This design comes from an exercise in tuning for small area, a short achievable clock period and few clock cycles on the open sky130 flow, not from production work.
Where RTL was checked, it was by simulation tests only, not by an equivalence proof against the original.
Power is estimated from default activity; no workload was simulated.

==> flow/design.v (excerpt) <==
module riscv_alu (
	input  logic                           clk_i,
	input  logic                           rst_n_i,
	input  logic                           enable_i,
	input  logic [6:0]                     operator_i,
	input  logic [31:0]                    operand_a_i,
	input  logic [31:0]                    operand_b_i,
	input  logic                           ex_ready_i,
	output logic [31:0]                    result_o,
	output logic                           comparison_result_o,
	output logic                           ready_o
);
clock: 12.0 ns
lec_check: 0
abc_area: 1
cap_margin: 20
core_margin: 2
core_utilization: 40
setup_slack_margin: 2
slew_margin: 20
run.sh (not shown) runs the stock make flow with config.mk's settings and CLKGATE_MAP_FILE= SYNTH_SCRIPT=/design/flow/synth_recipe.tcl, a recipe that flattens the netlist after the stock synthesis.
Then changed:
--- a/flow/design.v
+++ b/flow/design.v
@@ -250,19 +250,19 @@
 	input  logic [31:0] sum_i,         
 	input  logic        cout_i,
 	output logic [4:0]  rot_amt_o,
 	output logic        align_o,
 	output logic [31:0] dvd_o,
 	output logic        busy_o,
 	output logic        done_o,
 	output logic [31:0] p_o,           
 	output logic [31:0] mag_o,         
-	output logic        neg_b_o,       
+	output logic        neg_b_o,
 	output logic        neg_res_o,
 	output logic        b_zero_o,
 	output logic        ready_o
 );
 	logic        sgn;
 	logic        neg_a;
 	logic        neg_b;
 	logic        b_zero;
 	logic [5:0]  b_len;
@@ -272,21 +272,18 @@
 	logic        hi_next;
 	logic        fast;
 	logic [5:0]  span;
 	logic [31:0] top_mask;
 	logic        start;
 	logic        last;
 	logic        align_q;
 	logic        busy_q;
 	logic        done_q;
-	logic        sel_rem_q;
-	logic        neg_b_q;
-	logic        neg_res_q;
 	logic [4:0]  cnt_q;
 	logic [31:0] rem_q;
 	logic [31:0] dvd_q;
 	logic [31:0] p;
 	logic        q;
 	logic        neg_res;
 	assign sgn    = op_i[0];
 	assign neg_a  = sgn & a_i[31];
 	assign neg_b  = sgn & b_i[31];
@@ -338,34 +335,31 @@
 			rem_q <= q ? sum_i : p;
 			dvd_q <= {dvd_q[30:0], q};
 			cnt_q <= cnt_q - 5'd1;
 		end else if (align_q) begin
 			rem_q <= rot_i & ~top_mask;
 			dvd_q <= rot_i & top_mask;
 		end else if (!done_q) begin
 			dvd_q     <= sum_i;
 			cnt_q     <= (span[5] ? 5'd0 : span[4:0]);
-			sel_rem_q <= op_i[1];
-			neg_b_q   <= neg_b;
-			neg_res_q <= neg_res;
 		end
 	end
 	assign p_o     = p;
-	assign mag_o   = sel_rem_q ? rem_q : dvd_q;
+	assign mag_o   = op_i[1] ? rem_q : dvd_q;
 	assign neg_res = sgn & a_i[31] & (op_i[1] | ~b_i[31]) | neg_b & ~op_i[1] & ~a_i[31];
 	assign b_zero_o = b_zero;
 	assign ready_o   = done_q | (~busy_q & ~align_q & ~(req_i & ~fast));
 	assign align_o   = align_q;
 	assign dvd_o     = dvd_q;
 	assign busy_o    = busy_q;
 	assign done_o    = done_q;
-	assign neg_b_o   = neg_b_q;
-	assign neg_res_o = neg_res_q;
+	assign neg_b_o   = neg_b;
+	assign neg_res_o = neg_res;
 endmodule
 `default_nettype wire
 `timescale 1ns/10ps
 `default_nettype none
 module riscv_alu (
 	input  logic                           clk_i,
 	input  logic                           rst_n_i,
 	input  logic                           enable_i,
 	input  logic [6:0]                     operator_i,
@@ -386,18 +380,20 @@
 	logic        g_shift;
 	logic        g_or;
 	logic        g_xor;
 	logic        g_div;
 	logic        g_count;
 	logic        sub;
 	logic        neg_a;
 	logic [31:0] add_x;
 	logic [31:0] add_y;
+	logic        dv;
+	logic        div_inv;
 	logic        add_inv;
 	logic        add_cin;
 	logic [31:0] sum;
 	logic        cout;
 	logic [31:0] prop;
 	logic [31:0] gen;
 	logic        cmp;
 	logic        take_a;
 	logic        div_b_zero;
@@ -431,35 +427,32 @@
 	assign g_and    = ~op[5] &  op[4] & ~op[3] &  op[2];
 	assign g_addsub = ~op[5] &  op[4] &  op[3];
 	assign g_shift  =  op[5] & ~op[4] & ~op[3];
 	assign g_or     =  op[5] & ~op[4] &  op[3] & ~op[0];
 	assign g_xor    =  op[5] & ~op[4] &  op[3] &  op[0];
 	assign g_div    =  op[5] &  op[4] & ~op[2];
 	assign g_count  =  op[5] &  op[4] &  op[2];
 	assign sub   = ~op[5] & (~op[4] | (~op[3] & ~op[2]) | (op[3] & op[0]));
 	assign neg_a = op[0] & a[31];
-	assign add_x = div_busy ? div_p : ((div_done | g_div) ? 32'b0 : a);
-	assign add_y = div_done ? div_mag : ((g_div & ~div_busy) ? a : b);
+	assign dv    = op[5] & op[4];
+	assign add_x = dv ? (div_busy ? div_p : 32'b0) : a;
+	assign add_y = dv ? (div_done ? div_mag : (div_busy ? b : a)) : b;
 	always_comb begin
-		if (!g_div) begin
-			add_inv = sub;
-			add_cin = sub;
-		end else if (div_busy) begin
-			add_inv = ~div_neg_b;
-			add_cin = ~div_neg_b;
+		if (div_busy) begin
+			div_inv = ~div_neg_b;
 		end else if (div_done) begin
-			add_inv = div_neg_res;
-			add_cin = div_neg_res;
+			div_inv = div_neg_res;
 		end else begin
-			add_inv = neg_a;
-			add_cin = neg_a;
+			div_inv = neg_a;
 		end
 	end
+	assign add_inv = dv ? div_inv : sub;
+	assign add_cin = add_inv;
 	riscv_alu_arith arith_i (
 		.op_i(op), .a_i(a), .b_i(b), .x_i(add_x), .y_i(add_y), .inv_i(add_inv),
 		.cin_i(add_cin), .sum_o(sum), .cout_o(cout), .p_o(prop), .g_o(gen), .cmp_o(cmp),
 		.take_a_o(take_a)
 	);
 	assign shift_in  = div_align ? div_dvd : a;
 	assign shift_amt = div_align ? rot_amt : b[4:0];
 	riscv_alu_shifter shifter_i (
 		.op_i(op), .a_i(shift_in), .amt_i(shift_amt), .result_o(shift_result)
=> Via count goes up by 1.8%; clock power goes down by about 3%; clock skew is about the same; global-route usage goes up by 0.75 points; routed wire length goes up by 1.4%; area after synthesis stays flat; synthesized cell count goes up by 2.5%; worst setup slack is better by 230 ps; sequential cell count goes down by 3.
No functional check of the RTL was part of any run of this note.

Setup of main:
The RTL this note starts from:
==> flow/design.v <==
`default_nettype none
package riscv_alu_pkg;
	localparam int XLEN = 32;
	function automatic logic [5:0] bit_len(input logic [XLEN-1:0] x);
		bit_len = '0;
		for (int i = 0; i < XLEN; i++) begin
			if (x[i]) bit_len = 6'(i + 1);
		end
	endfunction
	function automatic logic [5:0] first_one(input logic [XLEN-1:0] x);
		first_one = 6'd32;
		for (int i = XLEN - 1; i >= 0; i--) begin
			if (x[i]) first_one = 6'(i);
		end
	endfunction
endpackage
`default_nettype wire
`timescale 1ns/10ps
`default_nettype none
module riscv_alu_arith (
	input  logic [6:0]  op_i,
	input  logic [31:0] a_i,
	input  logic [31:0] b_i,
	input  logic [31:0] x_i,
	input  logic [31:0] y_i,
	input  logic        inv_i,
	input  logic        cin_i,
	output logic [31:0] sum_o,
	output logic        cout_o,
	output logic [31:0] p_o,           
	output logic [31:0] g_o,           
	output logic        cmp_o,
	output logic [31:0] minmax_o
);
	logic [31:0] yi;
	logic [31:0] p;
	logic [31:0] g;
	logic [31:0] gc;                   
	logic        ltu;
	logic        lt;
	logic        eq;
	assign yi = y_i ^ {32{inv_i}};
	assign p  = x_i ^ yi;
	assign g  = x_i & yi;
	always_comb begin
		logic [31:0] gt;
		logic [31:0] pt;
		logic [31:0] gn;
		logic [31:0] pn;
		gt = g;
		pt = p;
		gt[0] = g[0] | (p[0] & cin_i);
		for (int d = 1; d < 32; d = d * 2) begin
			gn = gt;
			pn = pt;
			for (int i = 0; i < 32; i++) begin
				if ((i / d) % 2 == 1) begin
					gn[i] = gt[i] | (pt[i] & gt[(i / d) * d - 1]);
					pn[i] = pt[i] & pt[(i / d) * d - 1];
				end
			end
			gt = gn;
			pt = pn;
		end
		gc = gt;
	end
	assign sum_o  = p ^ {gc[30:0], cin_i};
	assign cout_o = gc[31];
	assign p_o    = p;
	assign g_o    = g;
	assign ltu = ~gc[31];
	assign lt  = op_i[0] ? ltu : (ltu ^ a_i[31] ^ b_i[31]);
	assign eq  = &p;
	always_comb begin
		case (op_i[3:1])
			3'b000, 3'b001: cmp_o = lt;
			3'b010, 3'b011: cmp_o = lt | eq;
			3'b100:         cmp_o = ~(lt | eq);
			3'b101:         cmp_o = ~lt;
			default:        cmp_o = eq ^ op_i[0];
		endcase
	end
	assign minmax_o = (lt ^ op_i[1]) ? a_i : b_i;
endmodule
`default_nettype wire
`timescale 1ns/10ps
`default_nettype none
module riscv_alu_shifter (
	input  logic [6:0]  op_i,
	input  logic [31:0] a_i,
	input  logic [4:0]  amt_i,
	output logic [31:0] result_o
);
	logic        shift_left;
	logic        shift_arith;
	logic        rotate;
	logic [4:0]  r;
	logic [31:0] rot;
	logic [31:0] keep;
	logic        fill;
	assign shift_left  = ~op_i[4] & op_i[1] & op_i[0];
	assign shift_arith = ~op_i[4] & ~op_i[1] & ~op_i[0];
	assign rotate      = op_i[4] | (op_i[1] & ~op_i[0]);
	always_comb begin
		for (int i = 0; i < 5; i++) begin
			r[i] = amt_i[i] ^ (shift_left & ((amt_i & 5'((1 << i) - 1)) != 5'd0));
		end
	end
	always_comb begin
		rot = a_i;
		for (int k = 0; k < 5; k++) begin
			if (r[k]) begin
				rot = (rot >> (1 << k)) | (rot << (32 - (1 << k)));
			end
		end
	end
	always_comb begin
		for (int i = 0; i < 32; i++) begin
			keep[i] = rotate | (shift_left ? (5'(i) >= amt_i) : (5'(31 - i) >= amt_i));
		end
	end
	assign fill     = shift_arith & a_i[31];
	assign result_o = (rot & keep) | ({32{fill}} & ~keep);
endmodule
`default_nettype wire
`timescale 1ns/10ps
`default_nettype none
module riscv_alu_bit_count (
	input  logic [6:0]  op_i,
	input  logic [31:0] a_i,
	output logic [5:0]  count_o,
	output logic [5:0]  a_len_o
);
	logic [2:0]  c4  [8];
	logic [3:0]  c8  [4];
	logic [4:0]  c16 [2];
	logic [5:0]  popcnt;
	logic        inv;
	logic [5:0]  len;
	logic [5:0]  ff1;
	logic        a_zero;
	always_comb begin
		for (int i = 0; i < 8; i++) begin
			c4[i] = 3'(a_i[4*i]) + 3'(a_i[4*i+1]) + 3'(a_i[4*i+2]) + 3'(a_i[4*i+3]);
		end
		for (int i = 0; i < 4; i++) begin
			c8[i] = 4'(c4[2*i]) + 4'(c4[2*i+1]);
		end
		for (int i = 0; i < 2; i++) begin
			c16[i] = 5'(c8[2*i]) + 5'(c8[2*i+1]);
		end
		popcnt = 6'(c16[0]) + 6'(c16[1]);
	end
	assign inv    = a_i[31] & op_i[0] & ~(op_i[2] & op_i[1]);
	assign len    = riscv_alu_pkg::bit_len(a_i ^ {32{inv}});
	assign ff1    = riscv_alu_pkg::first_one(a_i);
	assign a_zero = ~|a_i;
	assign a_len_o = len + 6'(inv);
	always_comb begin
		case (op_i[1:0])
			2'b00:   count_o = popcnt;
			2'b01:   count_o = a_zero ? 6'd0 : {1'b0, ~len[4:0]};
			2'b10:   count_o = ff1;
			default: count_o = a_zero ? 6'd32 : len - 6'd1;
		endcase
	end
endmodule
`default_nettype wire
`timescale 1ns/10ps
`default_nettype none
module riscv_alu_div (
	input  logic        clk_i,
	input  logic        rst_n_i,
	input  logic        req_i,         
	input  logic        ex_ready_i,
	input  logic [6:0]  op_i,
	input  logic [31:0] a_i,
	input  logic [31:0] b_i,
	input  logic [5:0]  a_len_i,       
	input  logic [31:0] rot_i,         
	input  logic [31:0] sum_i,         
	input  logic        cout_i,
	output logic [4:0]  rot_amt_o,
	output logic        align_o,
	output logic [31:0] dvd_o,
	output logic        busy_o,
	output logic        done_o,
	output logic [31:0] x_o,           
	output logic        neg_b_o,       
	output logic        neg_res_o,
	output logic [31:0] result_o,
	output logic        ready_o
);
	logic        sgn;
	logic        neg_a;
	logic        neg_b;
	logic        b_zero;
	logic [5:0]  b_len;
	logic        fast;
	logic [5:0]  span;
	logic [31:0] top_mask;
	logic        start;
	logic        last;
	logic        align_q;
	logic        busy_q;
	logic        done_q;
	logic        sel_rem_q;
	logic        neg_b_q;
	logic        neg_res_q;
	logic [4:0]  cnt_q;
	logic [31:0] rem_q;
	logic [31:0] dvd_q;
	logic [31:0] p;
	logic        q;
	logic        neg_res;
	assign sgn    = op_i[0];
	assign neg_a  = sgn & a_i[31];
	assign neg_b  = sgn & b_i[31];
	assign b_zero = ~|b_i;
	assign b_len  = riscv_alu_pkg::bit_len(b_i ^ {32{neg_b}});
	assign fast = b_zero | (a_len_i < b_len);
	assign span = a_len_i - b_len + 6'd1;
	assign rot_amt_o = cnt_q;
	always_comb begin
		for (int i = 0; i < 32; i++) begin
			top_mask[i] = (cnt_q == 5'd0) || ((6'(i) + {1'b0, cnt_q}) >= 6'd32);
		end
	end
	assign start = req_i & ~fast & ~align_q & ~busy_q & ~done_q;
	assign last  = busy_q & (cnt_q == 5'd1);
	always_ff @(posedge clk_i or negedge rst_n_i) begin
		if (!rst_n_i) begin
			align_q <= 1'b0;
			busy_q  <= 1'b0;
			done_q  <= 1'b0;
		end else begin
			align_q <= start;
			if (align_q) begin
				busy_q <= 1'b1;
			end else if (last) begin
				busy_q <= 1'b0;
			end
			if (last) begin
				done_q <= 1'b1;
			end else if (ex_ready_i) begin
				done_q <= 1'b0;
			end
		end
	end
	assign p = {rem_q[30:0], dvd_q[31]};
	assign q = rem_q[31] | cout_i;
	always_ff @(posedge clk_i) begin
		if (busy_q) begin
			rem_q <= q ? sum_i : p;
			dvd_q <= {dvd_q[30:0], q};
			cnt_q <= cnt_q - 5'd1;
		end else if (align_q) begin
			rem_q <= rot_i & ~top_mask;
			dvd_q <= rot_i & top_mask;
		end else if (!done_q) begin
			dvd_q     <= sum_i ^ {32{neg_a}};
			cnt_q     <= (span[5] ? 5'd0 : span[4:0]);
			sel_rem_q <= op_i[1];
			neg_b_q   <= neg_b;
			neg_res_q <= neg_res;
		end
	end
	assign x_o     = busy_q ? p : (sel_rem_q ? rem_q : dvd_q);
	assign neg_res = sgn & a_i[31] & (op_i[1] | ~b_i[31]) | neg_b & ~op_i[1] & ~a_i[31];
	assign result_o = fast ? (op_i[1] ? a_i : {32{b_zero}}) : (sum_i ^ {32{neg_res_q}});
	assign ready_o   = done_q | (~busy_q & ~align_q & ~(req_i & ~fast));
	assign align_o   = align_q;
	assign dvd_o     = dvd_q;
	assign busy_o    = busy_q;
	assign done_o    = done_q;
	assign neg_b_o   = neg_b_q;
	assign neg_res_o = neg_res_q;
endmodule
`default_nettype wire
`timescale 1ns/10ps
`default_nettype none
module riscv_alu (
	input  logic                           clk_i,
	input  logic                           rst_n_i,
	input  logic                           enable_i,
	input  logic [6:0]                     operator_i,
	input  logic [31:0]                    operand_a_i,
	input  logic [31:0]                    operand_b_i,
	input  logic                           ex_ready_i,
	output logic [31:0]                    result_o,
	output logic                           comparison_result_o,
	output logic                           ready_o
);
	logic [6:0]  op;
	logic [31:0] a;
	logic [31:0] b;
	logic        g_cmp;
	logic        g_minmax;
	logic        g_and;
	logic        g_addsub;
	logic        g_shift;
	logic        g_or;
	logic        g_xor;
	logic        g_div;
	logic        g_count;
	logic        sub;
	logic        neg_a;
	logic [31:0] add_x;
	logic [31:0] add_y;
	logic        add_inv;
	logic        add_cin;
	logic [31:0] sum;
	logic        cout;
	logic [31:0] prop;
	logic [31:0] gen;
	logic        cmp;
	logic [31:0] minmax;
	logic [31:0] shift_in;
	logic [4:0]  shift_amt;
	logic [31:0] shift_result;
	logic [5:0]  count;
	logic [5:0]  a_len;
	logic [4:0]  rot_amt;
	logic        div_align;
	logic [31:0] div_dvd;
	logic        div_busy;
	logic        div_done;
	logic [31:0] div_x;
	logic        div_neg_b;
	logic        div_neg_res;
	logic [31:0] div_result;
	logic        div_ready;
	assign op = operator_i;
	assign a  = operand_a_i;
	assign b  = operand_b_i;
	assign g_cmp    = ~op[5] & ~op[4];
	assign g_minmax = ~op[5] &  op[4] & ~op[3] & ~op[2];
	assign g_and    = ~op[5] &  op[4] & ~op[3] &  op[2];
	assign g_addsub = ~op[5] &  op[4] &  op[3];
	assign g_shift  =  op[5] & ~op[4] & ~op[3];
	assign g_or     =  op[5] & ~op[4] &  op[3] & ~op[0];
	assign g_xor    =  op[5] & ~op[4] &  op[3] &  op[0];
	assign g_div    =  op[5] &  op[4] & ~op[2];
	assign g_count  =  op[5] &  op[4] &  op[2];
	assign sub   = ~op[5] & (~op[4] | (~op[3] & ~op[2]) | (op[3] & op[0]));
	assign neg_a = op[0] & a[31];
	assign add_x = (div_busy | div_done) ? div_x : a;
	assign add_y = (g_div & ~div_busy) ? 32'b0 : b;
	always_comb begin
		if (!g_div) begin
			add_inv = sub;
			add_cin = sub;
		end else if (div_busy) begin
			add_inv = ~div_neg_b;
			add_cin = ~div_neg_b;
		end else if (div_done) begin
			add_inv = div_neg_res;
			add_cin = 1'b0;
		end else begin
			add_inv = neg_a;
			add_cin = 1'b0;
		end
	end
	riscv_alu_arith arith_i (
		.op_i(op), .a_i(a), .b_i(b), .x_i(add_x), .y_i(add_y), .inv_i(add_inv),
		.cin_i(add_cin), .sum_o(sum), .cout_o(cout), .p_o(prop), .g_o(gen), .cmp_o(cmp),
		.minmax_o(minmax)
	);
	assign shift_in  = div_align ? div_dvd : a;
	assign shift_amt = div_align ? rot_amt : b[4:0];
	riscv_alu_shifter shifter_i (
		.op_i(op), .a_i(shift_in), .amt_i(shift_amt), .result_o(shift_result)
	);
	riscv_alu_bit_count bit_count_i (
		.op_i(op), .a_i(a), .count_o(count), .a_len_o(a_len)
	);
	riscv_alu_div div_i (
		.clk_i(clk_i), .rst_n_i(rst_n_i), .req_i(enable_i & g_div), .ex_ready_i(ex_ready_i),
		.op_i(op), .a_i(a), .b_i(b), .a_len_i(a_len), .rot_i(shift_result),
		.sum_i(sum), .cout_i(cout), .rot_amt_o(rot_amt), .align_o(div_align), .dvd_o(div_dvd), .busy_o(div_busy),
		.done_o(div_done), .x_o(div_x), .neg_b_o(div_neg_b), .neg_res_o(div_neg_res),
		.result_o(div_result), .ready_o(div_ready)
	);
	assign result_o =
		({32{g_cmp}}    & {31'b0, cmp}) |
		({32{g_minmax}} & minmax) |
		({32{g_and | g_or}} & gen) |
		({32{g_or | g_xor}} & prop) |
		({32{g_addsub}} & sum) |
		({32{g_shift}}  & shift_result) |
		({32{g_div}}    & div_result) |
		({32{g_count}}  & {26'b0, count});
	assign comparison_result_o = cmp;
	assign ready_o = div_ready;
endmodule
`default_nettype wire
Settings: LEC_CHECK=0, ABC_AREA=1, CAP_MARGIN=20, CORE_MARGIN=2, CORE_UTILIZATION=40, SETUP_SLACK_MARGIN=3, SLEW_MARGIN=20; clock period 12.0 ns.
main finished every stage and its layout cleared the timing, DRC and antenna checks.
Testbench counts of main, summed over its fixed seeds: cycles 33,415.
[inputs] the feature branch vs main
--- a/flow/design.v
+++ b/flow/design.v
@@ -1,19 +1,30 @@
 `default_nettype none
 package riscv_alu_pkg;
 	localparam int XLEN = 32;
-	function automatic logic [5:0] bit_len(input logic [XLEN-1:0] x);
-		bit_len = '0;
-		for (int i = 0; i < XLEN; i++) begin
-			if (x[i]) bit_len = 6'(i + 1);
+	function automatic logic [4:0] set_index32(input logic [31:0] x, input logic lowest);
+		logic [31:0] w;
+		w = x;
+		for (int k = 4; k >= 0; k--) begin
+			logic upper;
+			if (lowest) begin
+				upper = ((w & ((32'd1 << (1 << k)) - 32'd1)) == 32'd0);
+			end else begin
+				upper = ((w >> (1 << k)) != 32'd0);
+			end
+			set_index32[k] = upper;
+			if (upper) begin
+				w = w >> (1 << k);
+			end
+			w = w & ((32'd1 << (1 << k)) - 32'd1);
 		end
 	endfunction
+	function automatic logic [5:0] bit_len(input logic [XLEN-1:0] x);
+		bit_len = x[31] ? 6'd32 : {1'b0, set_index32({x[30:0], 1'b1}, 1'b0)};
+	endfunction
 	function automatic logic [5:0] first_one(input logic [XLEN-1:0] x);
-		first_one = 6'd32;
-		for (int i = XLEN - 1; i >= 0; i--) begin
-			if (x[i]) first_one = 6'(i);
-		end
+		first_one = (x == 32'd0) ? 6'd32 : {1'b0, set_index32(x, 1'b1)};
 	endfunction
 endpackage
 `default_nettype wire
 `timescale 1ns/10ps
 `default_nettype none
[summary]
Changes observed in the feature branch relative to main: number of nets in the synthesized netlist climbed 90; wire length climbed 7.1%; worst reg2reg path depth dropped 3.6%; utilization climbed 1.4 points; combinational power share climbed 0.4 points.
Looking at met3 usage, the feature branch sits 6.6 points higher than main does.
Compared with main, the feature branch shows a higher met1 global-route usage.
Max post-synthesis to final-layout area growth across main and the feature branch: the feature branch
Taking main as the reference, in the feature branch sequential-cell power consumption decreased about 1%, average wire per cell in the routed design increased 3.5%.
On all-layer global routing usage: the feature branch sits above main.
The RTL of the feature branch was laid out without a check of its function.

==> static timing again, ports no longer ideal <==
Ports are ideal in the flow. The routed layouts listed here were re-timed in OpenROAD.
Step 1: set_driving_cell puts a clkbuf_16 on clk_i and a buf_2 on each other input, an assumption about the parent block.
Step 2 times the ports against the registers' clock, not the clock port: input delays grow and output delays shrink by t, the midpoint of the rising clock arrivals with the driver on.
Slacks: ideal / step 1 / step 2; pairs: ideal / step 1.
run	shift t [ns]	slack for setup (ns)	worst setup path at the end	worst slew at a driven data input, ns
the first run of note 1	0.405	1.826 / 1.801 / 1.801	input to output	0.07
the second run of note 1	0.406	2.057 / 2.035 / 2.035	input to output	0.04
main	0.410	2.118 / 2.056 / 2.056	input to output	0.07
the feature branch	0.403	1.959 / 1.912 / 1.912	input to output	0.06
After both steps every run listed still meets setup and hold. The setup slack of main, which loses most, moves by -0.062 ns with the drivers and by -0.062 ns with both steps.
